Context: an optimization exercise on an open-source flow, tuned for small area. The choices shown serve that exercise and are no tape-out recipe.
No functional check of the RTL was part of any run shown here.

==> design/flow/design.v <==
package aes_pkg;
    typedef logic [128-1:0] block_t;
    typedef logic [32-1:0] word_t;
    typedef logic [8-1:0] byte_t;
endpackage
module inv_sbox_core (input logic [7:0] z, input logic kill, output logic [7:0] q);
  wire t0 = z[0] ^ z[5];
  wire t1 = z[1] ^ t0;
  wire t2 = z[3] ^ z[6];
  wire t3 = z[2] ^ t0;
  wire t4 = z[4] ^ t1;
  wire t5 = z[0] ^ z[6];
  wire t6 = z[7] ^ t2;
  wire t7 = z[2] ^ t5;
  wire t8 = z[4] ^ t2;
  wire t9 = z[5] ^ t4;
  wire t10 = z[5] ^ t7;
  wire t11 = z[7] ^ t1;
  wire t12 = z[7] ^ t3;
  wire t13 = t4 ^ t6;
  wire D = t11;
  wire T1 = t3;
  wire T2 = z[6];
  wire T3 = z[5];
  wire T4 = t10;
  wire T6 = t13;
  wire T8 = t8;
  wire T9 = z[4];
  wire T10 = t2;
  wire T13 = t7;
  wire T14 = t12;
  wire T15 = z[7];
  wire T16 = t4;
  wire T17 = t1;
  wire T19 = z[2];
  wire T20 = t0;
  wire T22 = z[0];
  wire T23 = t5;
  wire T24 = z[3];
  wire T25 = z[1];
  wire T26 = t9;
  wire T27 = t6;
  wire M1 = T13 & T6;
  wire M2 = T23 & T8;
  wire M3 = T14 ^ M1;
  wire M4 = T19 & D;
  wire M5 = M4 ^ M1;
  wire M6 = T3 & T16;
  wire M7 = T22 & T9;
  wire M8 = T26 ^ M6;
  wire M9 = T20 & T17;
  wire M10 = M9 ^ M6;
  wire M11 = T1 & T15;
  wire M12 = T4 & T27;
  wire M13 = M12 ^ M11;
  wire M14 = T2 & T10;
  wire M15 = M14 ^ M11;
  wire M16 = M3 ^ M2;
  wire M17 = M5 ^ T24;
  wire M18 = M8 ^ M7;
  wire M19 = M10 ^ M15;
  wire M20_p = M16 ^ M13;
  wire M20 = M20_p & ~kill;
  wire M21_p = M17 ^ M15;
  wire M21 = M21_p & ~kill;
  wire M22_p = M18 ^ M13;
  wire M22 = M22_p & ~kill;
  wire M23_p = M19 ^ T25;
  wire M23 = M23_p & ~kill;
  wire M24 = M22 ^ M23;
  wire M25 = M22 & M20;
  wire M26 = M21 ^ M25;
  wire M27 = M20 ^ M21;
  wire M28 = M23 ^ M25;
  wire M29 = M28 & M27;
  wire M30 = M26 & M24;
  wire M31 = M20 & M23;
  wire M32 = M27 & M31;
  wire M33 = M27 ^ M25;
  wire M34 = M21 & M22;
  wire M35 = M24 & M34;
  wire M36 = M24 ^ M25;
  wire M37 = M21 ^ M29;
  wire M38 = M32 ^ M33;
  wire M39 = M23 ^ M30;
  wire M40 = M35 ^ M36;
  wire M41 = M38 ^ M40;
  wire M42 = M37 ^ M39;
  wire M43 = M37 ^ M38;
  wire M44 = M39 ^ M40;
  wire M45 = M42 ^ M41;
  wire M46 = M44 & T6;
  wire M47 = M40 & T8;
  wire M48 = M39 & D;
  wire M49 = M43 & T16;
  wire M50 = M38 & T9;
  wire M51 = M37 & T17;
  wire M52 = M42 & T15;
  wire M53 = M45 & T27;
  wire M54 = M41 & T10;
  wire M55 = M44 & T13;
  wire M56 = M40 & T23;
  wire M57 = M39 & T19;
  wire M58 = M43 & T3;
  wire M59 = M38 & T22;
  wire M60 = M37 & T20;
  wire M61 = M42 & T1;
  wire M62 = M45 & T4;
  wire M63 = M41 & T2;
  wire l0 = M46 ^ M47;
  wire l1 = M50 ^ M51;
  wire l2 = M55 ^ M61;
  wire l3 = M59 ^ M62;
  wire l4 = M47 ^ M48;
  wire l5 = l1 ^ l4;
  wire l6 = M49 ^ M50;
  wire l7 = l0 ^ l6;
  wire l8 = M52 ^ M53;
  wire l9 = l0 ^ l8;
  wire l10 = M53 ^ M54;
  wire l11 = l1 ^ l10;
  wire l12 = M56 ^ M62;
  wire l13 = l2 ^ l12;
  wire l14 = M57 ^ M63;
  wire l15 = l2 ^ l14;
  wire l16 = M58 ^ M61;
  wire l17 = l3 ^ l16;
  wire l18 = M60 ^ M63;
  wire l19 = l3 ^ l18;
  assign q[0] = l15;
  assign q[1] = l5;
  assign q[2] = l19;
  assign q[3] = l17;
  assign q[4] = l11;
  assign q[5] = l7;
  assign q[6] = l13;
  assign q[7] = l9;
endmodule
module inv_sbox_out (input logic [7:0] q, output logic [7:0] s);
  wire p0 = q[3] ^ q[7];
  wire p1 = q[4] ^ p0;
  wire p2 = q[1] ^ p1;
  wire p3 = q[6] ^ p2;
  wire p4 = q[0] ^ p3;
  wire p5 = q[2] ^ q[5];
  wire p6 = q[4] ^ p4;
  wire p7 = q[5] ^ p0;
  wire p8 = q[4] ^ p7;
  wire p9 = p4 ^ p5;
  wire p10 = q[0] ^ q[3];
  wire p11 = p9 ^ p10;
  assign s[0] = q[0];
  assign s[1] = p7;
  assign s[2] = p1;
  assign s[3] = p6;
  assign s[4] = p2;
  assign s[5] = p9;
  assign s[6] = p11;
  assign s[7] = p8;
endmodule
module inv_sub_bytes_core (input logic [127:0] state_in, input logic kill, output logic [127:0] state_out);
  for (genvar i = 0; i < 16; i++) begin : g_byte
    inv_sbox_core u_sbox (.z(state_in[8*i +: 8]), .kill(kill), .q(state_out[8*i +: 8]));
  end
endmodule
module inv_sub_bytes_out (input logic [127:0] state_in, output logic [127:0] state_out);
  for (genvar i = 0; i < 16; i++) begin : g_byte
    inv_sbox_out u_out (.q(state_in[8*i +: 8]), .s(state_out[8*i +: 8]));
  end
endmodule
module inv_mix_col (input logic [31:0] a, output logic [31:0] o);
  wire x32 = a[11] ^ a[3];
  wire x33 = a[27] ^ a[19];
  wire x34 = a[20] ^ a[4];
  wire x35 = a[28] ^ a[12];
  wire x36 = a[31] ^ a[23];
  wire x37 = a[15] ^ a[7];
  wire x38 = a[25] ^ a[9];
  wire x39 = a[17] ^ a[1];
  wire x40 = a[13] ^ a[5];
  wire x41 = a[29] ^ a[21];
  wire x42 = x36 ^ x37;
  wire x43 = a[22] ^ a[6];
  wire x44 = a[30] ^ a[14];
  wire x45 = a[2] ^ x33;
  wire x46 = a[18] ^ x32;
  wire x47 = a[26] ^ a[0];
  wire x48 = a[16] ^ a[10];
  wire x49 = a[24] ^ a[8];
  wire x50 = a[12] ^ x34;
  wire x51 = a[28] ^ x34;
  wire x52 = x40 ^ x43;
  wire x53 = a[4] ^ x35;
  wire x54 = a[20] ^ x35;
  wire x55 = x42 ^ x45;
  wire x56 = x42 ^ x46;
  wire x57 = x32 ^ x33;
  wire x58 = x38 ^ x40;
  wire x59 = x41 ^ x48;
  wire x60 = a[26] ^ a[10];
  wire x61 = a[21] ^ a[13];
  wire x62 = a[11] ^ a[2];
  wire x63 = a[29] ^ a[5];
  wire x64 = a[27] ^ a[18];
  wire x65 = x47 ^ x51;
  wire x66 = a[30] ^ x52;
  wire x67 = a[3] ^ x53;
  wire x68 = a[19] ^ x54;
  wire x69 = x49 ^ x59;
  wire x70 = a[14] ^ x43;
  wire x71 = x38 ^ x39;
  wire x72 = a[22] ^ x63;
  wire x73 = x44 ^ x72;
  wire x74 = a[6] ^ x44;
  wire x75 = x61 ^ x74;
  wire x76 = a[19] ^ x62;
  wire x77 = a[8] ^ a[15];
  wire x78 = a[3] ^ x64;
  wire x79 = a[31] ^ a[7];
  wire x80 = x34 ^ x57;
  wire x81 = a[11] ^ x55;
  wire x82 = a[27] ^ x48;
  wire x83 = x56 ^ x82;
  wire x84 = x35 ^ x57;
  wire x85 = a[24] ^ a[26];
  wire x86 = x56 ^ x85;
  wire x87 = a[8] ^ a[10];
  wire x88 = x55 ^ x87;
  wire x89 = a[9] ^ x50;
  wire x90 = a[25] ^ x65;
  wire x91 = x39 ^ x47;
  wire x92 = x41 ^ x70;
  wire x93 = a[0] ^ x69;
  wire x94 = a[5] ^ x93;
  wire x95 = a[16] ^ x49;
  wire x96 = x44 ^ x58;
  wire x97 = x37 ^ x96;
  wire x98 = x46 ^ x47;
  wire x99 = a[17] ^ a[2];
  wire x100 = x73 ^ x99;
  wire x101 = x54 ^ x78;
  wire x102 = a[16] ^ a[0];
  wire x103 = a[24] ^ x79;
  wire x104 = x76 ^ x77;
  wire x105 = a[23] ^ a[1];
  wire x106 = a[18] ^ x105;
  wire x107 = x75 ^ x106;
  wire x108 = x41 ^ x50;
  wire x109 = x39 ^ x52;
  wire x110 = x81 ^ x90;
  wire x111 = x81 ^ x91;
  wire x112 = x83 ^ x89;
  wire x113 = x39 ^ x83;
  wire x114 = a[19] ^ x38;
  wire x115 = x86 ^ x114;
  wire x116 = a[3] ^ x38;
  wire x117 = x88 ^ x116;
  wire x118 = a[24] ^ x70;
  wire x119 = x73 ^ x80;
  wire x120 = a[15] ^ x119;
  wire x121 = a[7] ^ x84;
  wire x122 = x92 ^ x121;
  wire x123 = x75 ^ x80;
  wire x124 = a[2] ^ x101;
  wire x125 = x97 ^ x109;
  wire x126 = x124 ^ x125;
  wire x127 = x123 ^ x126;
  wire x128 = a[31] ^ x123;
  wire x129 = a[1] ^ x67;
  wire x130 = x88 ^ x129;
  wire x131 = x42 ^ x73;
  wire x132 = x126 ^ x131;
  wire x133 = a[23] ^ x66;
  wire x134 = x84 ^ x133;
  wire x135 = a[17] ^ x68;
  wire x136 = x86 ^ x135;
  wire x137 = x73 ^ x113;
  wire x138 = x75 ^ x111;
  wire x139 = a[18] ^ a[1];
  wire x140 = x135 ^ x139;
  wire x141 = x94 ^ x140;
  wire x142 = a[12] ^ a[7];
  wire x143 = x98 ^ x142;
  wire x144 = x100 ^ x143;
  wire x145 = a[28] ^ x48;
  wire x146 = x45 ^ x145;
  wire x147 = x107 ^ x146;
  wire x148 = x58 ^ x62;
  wire x149 = x50 ^ x148;
  wire x150 = x94 ^ x149;
  wire x151 = x102 ^ x103;
  wire x152 = x51 ^ x95;
  wire x153 = x110 ^ x117;
  wire x154 = x101 ^ x151;
  wire x155 = x100 ^ x154;
  wire x156 = x97 ^ x118;
  wire x157 = x153 ^ x156;
  wire x158 = x53 ^ x102;
  wire x159 = x104 ^ x158;
  wire x160 = x107 ^ x159;
  wire x161 = x73 ^ x151;
  wire x162 = x152 ^ x161;
  wire x163 = x138 ^ x162;
  wire x164 = x42 ^ x84;
  wire x165 = x117 ^ x164;
  wire x166 = x92 ^ x117;
  wire x167 = x66 ^ x165;
  wire x168 = x115 ^ x165;
  wire x169 = a[23] ^ x151;
  wire x170 = x122 ^ x169;
  wire x171 = x153 ^ x170;
  wire x172 = a[23] ^ x87;
  wire x173 = x146 ^ x172;
  wire x174 = x124 ^ x173;
  wire x175 = a[26] ^ a[9];
  wire x176 = a[15] ^ x175;
  wire x177 = x68 ^ x176;
  wire x178 = a[29] ^ x64;
  wire x179 = x58 ^ x178;
  wire x180 = x65 ^ x179;
  wire x181 = x95 ^ x180;
  wire x182 = a[28] ^ x41;
  wire x183 = x71 ^ x182;
  wire x184 = x124 ^ x183;
  wire x185 = x181 ^ x184;
  wire x186 = x127 ^ x137;
  wire x187 = x163 ^ x168;
  wire x188 = x163 ^ x167;
  wire x189 = x132 ^ x138;
  wire x190 = x167 ^ x177;
  wire x191 = x171 ^ x174;
  wire x192 = x163 ^ x166;
  assign o[24] = ~x192;
  assign o[25] = ~x185;
  assign o[26] = ~x157;
  assign o[27] = ~x115;
  assign o[28] = ~x187;
  assign o[29] = x112;
  assign o[30] = ~x128;
  assign o[31] = ~x144;
  assign o[16] = ~x132;
  assign o[17] = ~x181;
  assign o[18] = ~x155;
  assign o[19] = ~x113;
  assign o[20] = ~x186;
  assign o[21] = x130;
  assign o[22] = ~x134;
  assign o[23] = ~x191;
  assign o[8] = ~x188;
  assign o[9] = ~x141;
  assign o[10] = ~x171;
  assign o[11] = ~x117;
  assign o[12] = ~x163;
  assign o[13] = x110;
  assign o[14] = ~x120;
  assign o[15] = ~x147;
  assign o[0] = ~x127;
  assign o[1] = ~x150;
  assign o[2] = ~x160;
  assign o[3] = ~x111;
  assign o[4] = ~x189;
  assign o[5] = x136;
  assign o[6] = ~x122;
  assign o[7] = ~x190;
endmodule
module inv_mix_columns (input logic [127:0] state_in, output logic [127:0] state_out);
  for (genvar c = 0; c < 4; c++) begin : g_col
    inv_mix_col u_col (.a(state_in[32*c +: 32]), .o(state_out[32*c +: 32]));
  end
endmodule
module aes_inv_round
(
    input  logic            clk,
    input  logic            rst,
    input  logic            in_valid,
    input  aes_pkg::block_t cipher_block,
    input  aes_pkg::block_t round_key,
    output logic            out_valid,
    output aes_pkg::block_t plain_block
);
    localparam int num_rows = 32 / 8;
    aes_pkg::block_t key_added;
    aes_pkg::block_t mixed;
    aes_pkg::block_t stage1_q;
    aes_pkg::block_t shifted;
    aes_pkg::block_t subbed;
    aes_pkg::block_t result_q;
    logic [2-1:0] valid_pipe;
    assign key_added = cipher_block ^ round_key;
    inv_mix_columns inv_mix_columns_i
    (
        .state_in  (key_added),
        .state_out (mixed)
    );
    always_ff @(posedge clk)
    begin
        stage1_q <= mixed;
    end
    for (genvar c = 0; c < 4; c++)
    begin : g_col
        for (genvar r = 0; r < num_rows; r++)
        begin : g_row
            localparam int src_col = (c - r + 4) % 4;
            localparam int dst_lsb = (4 - 1 - c) * 32
                                   + (num_rows - 1 - r) * 8;
            localparam int src_lsb = (4 - 1 - src_col) * 32
                                   + (num_rows - 1 - r) * 8;
            assign shifted[dst_lsb +: 8] =
                stage1_q[src_lsb +: 8];
        end
    end
    inv_sub_bytes_core inv_sub_bytes_core_i
    (
        .state_in  (shifted),
        .kill      (rst),
        .state_out (subbed)
    );
    always_ff @(posedge clk)
    begin
        if (rst | valid_pipe[0])
        begin
            result_q <= subbed;
        end
    end
    inv_sub_bytes_out inv_sub_bytes_out_i
    (
        .state_in  (result_q),
        .state_out (plain_block)
    );
    always_ff @(posedge clk)
    begin
        if (rst)
        begin
            valid_pipe <= '0;
        end
        else
        begin
            valid_pipe <= {valid_pipe[2-2:0], in_valid};
        end
    end
    assign out_valid = valid_pipe[2-1];
endmodule
==> design/flow/flow/run.sh <==
#!/bin/bash
# Own layout flow: the standard layout (standard.sh), except that
#  - Yosys's ABC step uses the area-oriented mapping script in flow/custom.abc
#    (registers, their names and the rest of the synthesis are as in the standard flow);
#  - the port buffers placed on every input and output are the smallest buffer cell;
#  - no extra buffers on nets that only join an internal wire to an output port
#    (SYNTH_INSBUF=0): the port buffer already separates them.
set -euo pipefail
W=$(pwd)
FLOWDIR=$W/flow
# Synthesis script: ORFS's synth.tcl with only the ABC script swapped
sed "s#log_cmd abc {\*}\$abc_args#log_cmd abc {*}[lreplace \$abc_args 1 1 $FLOWDIR/custom.abc]#" \
    "$FLOW_HOME/scripts/synth.tcl" > "$W/own_synth_core.tcl"
grep -q "custom.abc" "$W/own_synth_core.tcl"
sed "s#source \$::env(SCRIPTS_DIR)/synth.tcl#source $W/own_synth_core.tcl#" \
    "$W/synth_recipe.tcl" > "$W/own_synth.tcl"
grep -q "own_synth_core.tcl" "$W/own_synth.tcl"
sed -e "s#SYNTH_SCRIPT=[^ ]*synth_recipe.tcl#SYNTH_SCRIPT=$W/own_synth.tcl#" \
    -e "s#^make #make 'BUFFER_PORTS_ARGS=-buffer_cell sky130_fd_sc_hd__buf_1' SYNTH_INSBUF=0 #" \
    "$W/standard.sh" > "$W/own_standard.sh"
grep -q "own_synth.tcl" "$W/own_standard.sh"
grep -q "BUFFER_PORTS_ARGS" "$W/own_standard.sh"
bash "$W/own_standard.sh" finish > "$W/flow_make.log" 2>&1
==> design/flow/flow/custom.abc <==
strash; dch; amap
==> design/flow/standard.sh <==
#!/bin/bash
# synth_recipe.tcl (not shown) runs the flow's synth.tcl, then flattens the netlist and writes it again
# the make line also repeats each setting of config.mk as NAME=value (left out here)
make -C /OpenROAD-flow-scripts/flow DESIGN_CONFIG=/design/flow/config.mk WORK_HOME=/design/flow/orfs CLKGATE_MAP_FILE= SYNTH_SCRIPT=/design/flow/synth_recipe.tcl "${@:-finish}"
==> design/flow/config.mk <==
export PLATFORM = sky130hd
export DESIGN_NAME = aes_inv_round
export DESIGN_NICKNAME = aes_inv_round
export VERILOG_FILES = /design/flow/design.v
export SDC_FILE = /design/flow/constraint.sdc
export NUM_CORES = 4
export LEC_CHECK = 0
export CAP_MARGIN = 20
export CORE_MARGIN = 2
export CORE_UTILIZATION = 55
export CTS_CLUSTER_DIAMETER = 100
export CTS_CLUSTER_SIZE = 20
export GPL_TIMING_DRIVEN = 0
export SLEW_MARGIN = 20
==> design/flow/constraint.sdc <==
create_clock -name core_clock -period 5.0 [get_ports {clk}]
set_input_delay 1.0000 -clock core_clock [delete_from_list [all_inputs] [get_ports {clk}]]
set_output_delay 1.0000 -clock core_clock [all_outputs]
set_load 0.01 [all_outputs]
==> reports/metrics.cfg, run 1 <==
[clocking]
clockRootBuffer = clkbuf_16
cts_tree = yes
clkSinkCount = 258
h-tree-depth = 1
cts_hold_buf = 0
insertion_delay_ns = 0.52
path_clk_slew_ns = 0.08
cts_max_path_buffers = 3
cts_buffers = 17

[cells_and_area]
area_growth_pct = 12.9
drive_gt1_share_pct = 2.79
final_common_cell = nor2_1
layout.nets = 5143
final_cell_mix = 1039 x nor2_1, 734 x clkinv_1, 703 x a21oi_1, 575 x o22ai_1, 407 x o21ai_0

[global_route]
grt_usage_pct = 29.1
grt_pass1_wl_um = 120000
grt_pass1_vias = 25700
grt_overflow_total = 0
grt_max_degree = 46
grt_antenna_before_repair = 2

[critical_path]
r2r_slack_ns = 0.36
arrival_ns = 4.90
reg2reg_from = stage1_q[104]
crit_start = stage1_q[104]
worst_setup_path_start_kind = flop
r2r_end = result_q[42]
required_ns = 5.26
critical_path.max_fanout = 5
worstSetupEndpointType = flop
reg2reg_depth = 21
critPathKind = flop to flop
crit_path_end = result_q[42]

[outcome]
status = no timing/DRC/antenna violations

[floorplan]
coreArea_mm2 = 0.0468
die_w_um = 222
num_rows = 79
ioPinCount = 388
die_area_mm2 = 0.0493
fp.dieH_um = 222
start_util_pct = 55.9

[synth]
synth.avg_cell_area_um2 = 5.91
synth_compound_area_share_pct = 40.0
synth_xor_xnor_area_share_pct = 0.838
yosys_register_bits = 258
synthMuxAreaShare_pct = 0
yosys.area_share.simple_pct = 21.5
ys_types = 24
syn_inst = 4418
syn_area_mm2 = 0.0261
synth_top_family_by_area = compound AO/OA/AOI/OAI gates
syn_nets = 4725
synth_seq_area_share_pct = 24.7
synthAdderAreaFrac_pct = 2.30
yosys_warnings = 1

[timing]
final.min_clock_period_ns = 4.64
max_freq_mhz = 216
hold_viol = 0
drv_slew = 0
skew_ns = 0.0129
max_slew_margin_pct = 34.7
setup_violations = 0
worst_slew_pin_slew_ns = 0.969
hold_slack_ns = 0.472
fin_crit_sh_pct = 92.7

[routing]
vias = 30000
first_pass_iters = 5
vias_per_cell = 5.50
antenna_left = 0
drtIter0Drc = 2150
drc = 0
drt-wirelength-per-cell_um = 13.8
wirelength_um = 75400

[placement]
gp_congestion = 0.989
port_buffers = 387
dp_hpwl_um = 62200

[hold_path]
worstHoldPathType = flop to flop

[job]
maxCapViolations = 0

==> layer usage <==
layer | GRT usage, % | routed length [µm] | vias to the layer above
li1 | - | - | 16500
met1 | 38.4 | 34100 | 12400
met2 | 50.0 | 34300 | 913
met3 | 2.97 | 4720 | 132
met4 | 9.09 | 2190 | 2
met5 | 0 | 10 | -
==> what timing repair did <==
item | in CTS | in global routing
setup buffers | 0 | 8
endpoints found under the setup margin | 11 | 123
resized for setup | 9 | 143
pin swaps | 1 | 6
==> how the worst min path moves through the flow <==
stage | depth (start not counted) | slack, ns | end | from
floorplan | 1 | 0.43 | valid_pipe[1] | valid_pipe[0]
global placement | 1 | 0.43 | valid_pipe[1] | valid_pipe[0]
detailed placement | 1 | 0.46 | valid_pipe[1] | valid_pipe[0]
CTS | 1 | 0.48 | valid_pipe[1] | valid_pipe[0]
global route | 1 | 0.49 | valid_pipe[1] | valid_pipe[0]
finish | 1 | 0.47 | valid_pipe[1] | valid_pipe[0]
==> cell type report <==
type	count	area (µm²)
fill	4611	17300
clock buffer	26	480
multi-input combinational	3417	17400
clock inverter	3	25.0
timing repair buffer	399	1610
tap	607	759
sequential	258	6450
antenna	1	2.50
inverter	743	2790
==> state kept, by name, summed over array words and instances (netlist names) <==
register and count:
valid_pipe 2, stage1_q 128, result_q 128
==> synthesized netlist by cell type <==
cell type	number	area (µm²)
edfxtp_1	128	3840
clkinv_1	743	2790
a41oi_1	3	26.3
a31oi_1	9	56.3
o22ai_1	600	3750
nand2_1	372	1400
a22oi_1	26	195
o41ai_1	1	8.76
nor2_1	1040	3900
or2_0	45	282
ha_1	48	601
xor2_1	18	158
xnor2_1	7	61.3
a211oi_1	13	97.6
o32ai_1	16	140
nor2b_1	6	37.5
o21bai_1	1	7.51
dfxtp_1	130	2600
o21ai_0	447	2240
a211o_1	9	78.8
a222oi_1	3	30.0
o31ai_1	17	128
a21oi_1	734	3670
o221ai_1	2	17.5
==> worst max-delay path, stage by stage (launching register included) <==
cell and delay, ns:
dfxtp_1 0.40, clkinv_1 0.18, o22ai_2 0.27, ha_1 0.33, o22ai_2 0.26, clkinv_1 0.13, o22ai_1 0.22, or2_0 0.25
nor2_1 0.07, a21oi_1 0.15, a21oi_1 0.08, o21ai_0 0.20, nor2_1 0.14, o32ai_2 0.49, nor2_1 0.10, a21oi_1 0.22
clkinv_1 0.12, o22ai_1 0.19, or2_1 0.21, nor2_1 0.08, a21oi_2 0.16, o21ai_0 0.12
==> cell families after synthesis <==
kind of cell / Yosys count
compound gates: 1881
simple gates: 1463
buf+inv: 743
flops: 258
fa+ha+maj: 48
xor+xnor: 25
==> metrics by stage <==
step / instances / setup WS, ns / util [%] / cell area [µm²] / TNS, ns
finish: 5454 / 0.363 / 63.1 / 29500 / 0
global route: 5453 / -0.0615 / 63.1 / 29500 / -0.323
CTS: 5445 / -0.000849 / 62.0 / 29000 / -0.000849
detailed placement: 5416 / -0.537 / 60.8 / 28400 / -5.91
global placement: 5412 / -3.73 / 60.6 / 28300 / -624.52
floorplan: 4418 / 0.702 / - / 26100 / 0
==> run 2: changes to the inputs <==
--- a/design/flow/config.mk
+++ b/design/flow/config.mk
@@ -9,6 +9,6 @@
 export CORE_MARGIN = 2
 export CORE_UTILIZATION = 55
-export CTS_CLUSTER_DIAMETER = 100
-export CTS_CLUSTER_SIZE = 20
+export CTS_CLUSTER_DIAMETER = 110
+export CTS_CLUSTER_SIZE = 26
 export GPL_TIMING_DRIVEN = 0
 export SLEW_MARGIN = 20
==> reports/metrics.cfg, run 2 <==
[cells_and_area]
area_growth_pct = 12.6
drive_gt1_share_pct = 2.73  ; -0.059 points
fill_cells = 4608  ; -0.065%
final_common_cell = nor2_1
top_regs = result_q (128), stage1_q (128), valid_pipe (2)
fin_util_pct = 62.9  ; -0.16 points
layout.nets = 5140  ; -0.058%
final_cell_mix = 1039 x nor2_1, 734 x clkinv_1, 702 x a21oi_1, 576 x o22ai_1, 406 x o21ai_0

[critical_path]
crit_path_end = result_q[42]
crit_start = stage1_q[104]
critical_path.max_fanout = 5  ; unchanged
r2r_end = result_q[42]
critPathKind = flop to flop
reg2reg_depth = 22  ; +4.8%
arrival_ns = 4.90  ; about the same
required_ns = 5.25  ; about the same
worstSetupEndpointType = flop
reg2reg_from = stage1_q[104]
worst_setup_path_start_kind = flop
r2r_slack_ns = 0.34  ; -0.02 ns

[timing]
worst_slew_pin_slew_ns = 0.872  ; -0.0974 ns
max_slew_margin_pct = 41.3  ; +6.6 points
hold_viol = 0  ; unchanged
drv_slew = 0  ; unchanged
tns_ns = 0  ; unchanged
skew_ns = 0.0194  ; +0.00647 ns
setup_violations = 0  ; unchanged
fin_crit_sh_pct = 93.1  ; +0.37 points
fin_ws_ns = 0.345  ; -0.0186 ns
final.min_clock_period_ns = 4.66  ; +0.0186 ns
max_freq_mhz = 215  ; -0.40%

[routing]
vias = 30000  ; unchanged
drtIter0Drc = 2163  ; +0.60%
wl_met1_um = 34300  ; +0.55%
wirelength_um = 75400  ; about the same
drc = 0  ; unchanged
first_pass_iters = 7  ; +2
dr_wl_met2_um = 34500  ; +0.50%
top_layer = met5
drt-wirelength-per-cell_um = 13.8  ; +0.13%
wl_met3_um = 4620  ; -2.3%
vias_per_cell = 5.50  ; about the same
antenna_left = 0  ; unchanged

[job]
maxCapViolations = 0  ; unchanged

[synth]
synth-edff-count = 128  ; unchanged
yosys_register_bits = 258  ; unchanged
syn_inst = 4418  ; unchanged
ys_types = 24  ; unchanged
yosys_warnings = 1  ; unchanged
synth_most_common_cell = nor2_1
synth.avg_cell_area_um2 = 5.91  ; unchanged
syn_area_mm2 = 0.0261  ; unchanged
synth_seq_area_share_pct = 24.7  ; unchanged
ys_top_cells_by_area = nor2_1 15%, edfxtp_1 15%, o22ai_1 14%, a21oi_1 14%, clkinv_1 11%
ys_top_cells_by_count = 1040 x nor2_1, 743 x clkinv_1, 734 x a21oi_1, 600 x o22ai_1, 447 x o21ai_0
syn_nets = 4725  ; unchanged
synthDominantCellAreaShare_pct = 14.9  ; unchanged
async_flop_share_pct = 0  ; unchanged
ys.flop_type = dfxtp_1
yosysTopAreaCell = nor2_1

[hold_path]
worstHoldPathType = flop to flop

[global_route]
grt_overflow_total = 0  ; unchanged
grt_antenna_before_repair = 2  ; unchanged
grt_pass1_vias = 25700  ; +0.074%
grt_max_degree = 46  ; unchanged
grt_pass1_wl_um = 120000  ; -0.14%
grt_usage_pct = 29.0  ; -0.096 points

[placement]
gp_congestion = 0.989  ; unchanged
dp_hpwl_um = 62200  ; unchanged
port_buffers = 387  ; unchanged
pre_cts_ws_ns = -0.537  ; unchanged

[floorplan]
die_area_mm2 = 0.0493  ; unchanged
start_util_pct = 55.9  ; unchanged
coreArea_mm2 = 0.0468  ; unchanged
die_w_um = 222  ; unchanged
num_rows = 79  ; unchanged
fp.dieH_um = 222  ; unchanged
ioPinCount = 388  ; unchanged

[clocking]
cts_max_path_buffers = 3  ; unchanged
insertion_delay_ns = 0.51  ; about the same
cts_hold_buf = 0  ; unchanged
clkSinkCount = 258  ; unchanged
cts_tree = yes
path_clk_slew_ns = 0.10  ; +0.02 ns
clockRootBuffer = clkbuf_16
h-tree-depth = 1  ; unchanged
cts_buffers = 14  ; -3

[outcome]
status = no timing/DRC/antenna violations

-- run 2: cell counts after synthesis --
No cell type changed its count.
-- run 2: cell type report --
cell class                 instances  area, µm²  area share, %
timing repair buffer             399       1610           5.47
tap                              607        759           2.58
inverter                         743       2790           9.48
multi-input combinational       3417      17400           59.0
sequential                       258       6450           21.9
clock buffer                      19        412           1.40
clock inverter                     5       32.5          0.111
antenna                            1       2.50        0.00851
-- run 2: how the worst min path moves through the flow --
stage,slack [ns],from,to,cells past startpoint
floorplan,0.43,valid_pipe[0],valid_pipe[1],1
global placement,0.43,valid_pipe[0],valid_pipe[1],1
detailed placement,0.46,valid_pipe[0],valid_pipe[1],1
CTS,0.47,valid_pipe[0],valid_pipe[1],1
global route,0.48,valid_pipe[0],valid_pipe[1],1
finish,0.47,valid_pipe[0],valid_pipe[1],1
-- run 2: worst max-delay path: stages, from the launching register on --
cell	delay, ns
dfxtp_1	0.41
clkinv_1	0.18
o22ai_2	0.28
ha_1	0.33
o22ai_2	0.27
clkinv_1	0.13
o22ai_1	0.21
or2_0	0.24
nor2_1	0.07
a21oi_1	0.16
a21oi_1	0.08
o21ai_0	0.20
nor2b_2	0.29
nand2_1	0.07
o21ai_1	0.14
clkinv_1	0.19
o22ai_2	0.24
clkinv_1	0.14
o22ai_1	0.21
or2_1	0.21
nor2_1	0.08
a21oi_2	0.16
o21ai_0	0.13
-- run 2: logic make-up after synthesis --
logic type / after synthesis / synth area share [%]
compound gates: 1881 / 40.0
simple gates: 1463 / 21.5
buf+inv: 743 / 10.7
flops: 258 / 24.7
fa+ha+maj: 48 / 2.30
xor+xnor: 25 / 0.838
-- run 2: repair_timing --
action,4_1_cts,5_1_grt
gates resized for setup,10,140
buffers inserted,0,8
endpoints found under the setup margin,11,123
pin swaps,0,6
-- run 2: through the flow --
step                      instance area, µm²  cells  hold slack, ns
after global placement                 28300   5412           0.433
after CTS                              28900   5440           0.473
final                                  29400   5449           0.471
after detailed placement               28400   5416           0.464
after floorplan                        26100   4418           0.430
after global routing                   29400   5448           0.478
-- run 2: metal layers --
layer	vias up	global-route usage [%]
met3	108	3.25
met4	2	7.87
li1	16500	-
met2	884	50.1
met5	-	0
met1	12500	38.4

-- separate check: timing with driven ports --
In the flow no input, the clock included, has a driving cell. The finished layouts below were timed again as built, in two steps.
Step 1 assumes that a clkbuf_16 drives the clock port and a buf_2 every other input.
Step 2 moves the port delays by t, midway between the first and last clock arrival at a register: inputs arrive t later, outputs are due t later. That takes back most of the time a late clock gives input paths.
Three values: ideal ports, drivers, drivers and shift; two values: the first two.
| run | t, ns | setup WS [ns] | latest minus earliest clock arrival (ns) | worst register clock-pin slew, ns | cell pins on the clock port's net |
|---|---|---|---|---|---|
| run 1 | 0.570 | 0.363 / 0.363 / -0.171 | 0.018 / 0.018 | 0.09 / 0.09 | 1 |
| run 2 | 0.562 | 0.345 / 0.345 / -0.157 | 0.023 / 0.023 | 0.11 / 0.11 | 1 |
Met with ideal ports but missed after step 2: setup timing in run 1 and run 2. For run 1, which loses most, drivers alone change the setup slack by 0.000 ns; drivers and shift together by -0.534 ns.
